Background: an optimization exercise with open tools, aiming at small area, a short achievable clock period and few clock cycles. Do not read the settings as production practice.
In this exercise RTL edits were held to simulation tests only and were not proved equivalent to the original.
Power and IR drop assume default switching activity.

## exe_top
module exe_top (
    input  logic                    clk,
    input  logic                    rst,
    input  logic                    i_valid,
    input  logic [1:0]              i_fu_sel,
    input  logic [3:0]              i_op,
    input  logic [32-1:0]    i_src_a,
    input  logic [32-1:0]    i_src_b,
    input  logic [3-1:0]   i_tag,
    input  logic [7-1:0]    i_rd,
    output logic                    o_ready,
    output logic                    o_wb_valid,
    output logic [32-1:0]    o_wb_data,
    output logic [3-1:0]   o_wb_tag,
    output logic [7-1:0]    o_wb_rd
);
export LEC_CHECK = 0
export CAP_MARGIN = 20
export CORE_MARGIN = 2
export CORE_UTILIZATION = 40
export SETUP_SLACK_MARGIN = 5
export SLEW_MARGIN = 20
create_clock -name core_clock -period 10.5 [get_ports {clk}]
run.sh (not shown) runs the stock make flow with config.mk's settings and CLKGATE_MAP_FILE= SYNTH_SCRIPT=/design/flow/synth_recipe.tcl, a recipe that flattens the netlist after the stock synthesis.
The first run completed without violations.
Testbench counts at the start, summed over its fixed seeds: cycles 3,752.
==> next run, changes <==
SETUP_SLACK_MARGIN = default   (was 5)
Worst setup slack degrades by 1.1 ns.
Maximum frequency is lower by about a fifth.
Non-clock buffer count is lower by 17.
Total power is lower slightly.
Final cell count hardly moves.
Cell area stays flat.
Count of clock-buffer cells in the layout is lower by 1.
Clock skew is higher by 0.053 ns.
Sequential power hardly moves.

exe_top, a different RTL version from the one above (not shown whole).
For scale: ~580 flip-flops, about 130 I/O pins.
// exe_top
module exe_top (
    input  logic                    clk,
    input  logic                    rst,
    input  logic                    i_valid,
    input  logic [1:0]              i_fu_sel,
    input  logic [3:0]              i_op,
    input  logic [32-1:0]    i_src_a,
    input  logic [32-1:0]    i_src_b,
    input  logic [3-1:0]   i_tag,
    input  logic [7-1:0]    i_rd,
    output logic                    o_ready,
    output logic                    o_wb_valid,
    output logic [32-1:0]    o_wb_data,
    output logic [3-1:0]   o_wb_tag,
    output logic [7-1:0]    o_wb_rd
);
    exe_stage stage_i (
        .clk        (clk),
        .rst        (rst),
        .i_valid    (i_valid),
        .i_fu_sel   (i_fu_sel),
        .i_op       (i_op),
        .i_src_a    (i_src_a),
        .i_src_b    (i_src_b),
        .i_tag      (i_tag),
        .i_rd       (i_rd),
        .o_ready    (o_ready),
        .o_wb_valid (o_wb_valid),
        .o_wb_data  (o_wb_data),
        .o_wb_tag   (o_wb_tag),
        .o_wb_rd    (o_wb_rd)
    );
endmodule
export LEC_CHECK = 0
export CAP_MARGIN = 20
export CORE_MARGIN = 2
export CORE_UTILIZATION = 55
export CTS_CLUSTER_DIAMETER = 80
export CTS_CLUSTER_SIZE = 30
export SETUP_SLACK_MARGIN = 5
export SLEW_MARGIN = 20
create_clock -name core_clock -period 10.5 [get_ports {clk}]
standard.sh (not shown) runs the stock make flow with config.mk's settings and CLKGATE_MAP_FILE= SYNTH_SCRIPT=/design/flow/synth_recipe.tcl, a recipe that flattens the netlist after the stock synthesis.
==> flow/flow/run.sh <==
#!/bin/bash
set -euo pipefail
bash standard.sh SETUP_SLACK_MARGIN=6.5 "BUFFER_PORTS_ARGS=-buffer_cell sky130_fd_sc_hd__buf_2" finish > standard_flow.log 2>&1
Testbench counts at the start, summed over its fixed seeds: cycles 3,662.
Edit:
==> flow/flow/run.sh (replaced) <==
#!/bin/bash
set -euo pipefail
bash standard.sh SETUP_SLACK_MARGIN=6.9 "BUFFER_PORTS_ARGS=-buffer_cell sky130_fd_sc_hd__buf_2" finish > standard_flow.log 2>&1
- ABC_AREA: unset -> 1
What happened: Sequential share of layout area shrinks by 2.1 points. Worst hold slack gains 8.6 ps. Clock-buffer cell count grows by 2. Worst setup slack gains 70 ps. Final area grows by about 11%. Total power grows by about 6%. Sequential power hardly moves. Synthesized cell count grows by about 12%. Fmax grows by 1.8%.
Edit:
==> flow/flow/run.sh (replaced) <==
#!/bin/bash
set -euo pipefail
bash standard.sh SETUP_SLACK_MARGIN=6.7 "BUFFER_PORTS_ARGS=-buffer_cell sky130_fd_sc_hd__buf_2" finish > standard_flow.log 2>&1
What happened: Core utilization went down by 3.9 points. Count of clock-buffer cells in the layout came out higher by 3. Total power fell by 5.8%. Wire length went down by 6.1%. Via count falls by about 3.4%.

-- separate check: timing with driven ports --
In the flow no input, the clock included, has a driving cell. The finished layouts below were timed again as built, in two steps. Step 1 (the two cells are an assumption about what drives the block):
set clk [get_ports {clk}]
set_driving_cell -lib_cell sky130_fd_sc_hd__clkbuf_16 $clk
set_driving_cell -lib_cell sky130_fd_sc_hd__buf_2 [delete_from_list [all_inputs] $clk]
Step 2, shift: input delay + t, output delay - t, t = (earliest + latest rising clock arrival at the registers) / 2. This alone moves slack from input paths to output paths. Slacks: ideal / step 1 / step 2; pairs: ideal / step 1.
run	t (ns)	setup slack, ns	latest minus earliest clock arrival (ns)
the first run of note 1	0.760	5.089 / 5.089 / 5.089	0.022 / 0.023
the second run of note 1	0.788	3.981 / 3.981 / 3.981	0.075 / 0.074
the first run of note 2	0.748	6.437 / 6.437 / 5.839	0.045 / 0.045
the second run of note 2	0.748	6.507 / 6.522 / 5.773	0.052 / 0.051
the third run of note 2	0.756	6.556 / 6.556 / 5.974	0.049 / 0.049
After both steps every run listed still meets setup and hold. For the second run of note 2, which loses most, drivers alone change the setup slack by +0.015 ns; drivers and shift together by -0.734 ns.
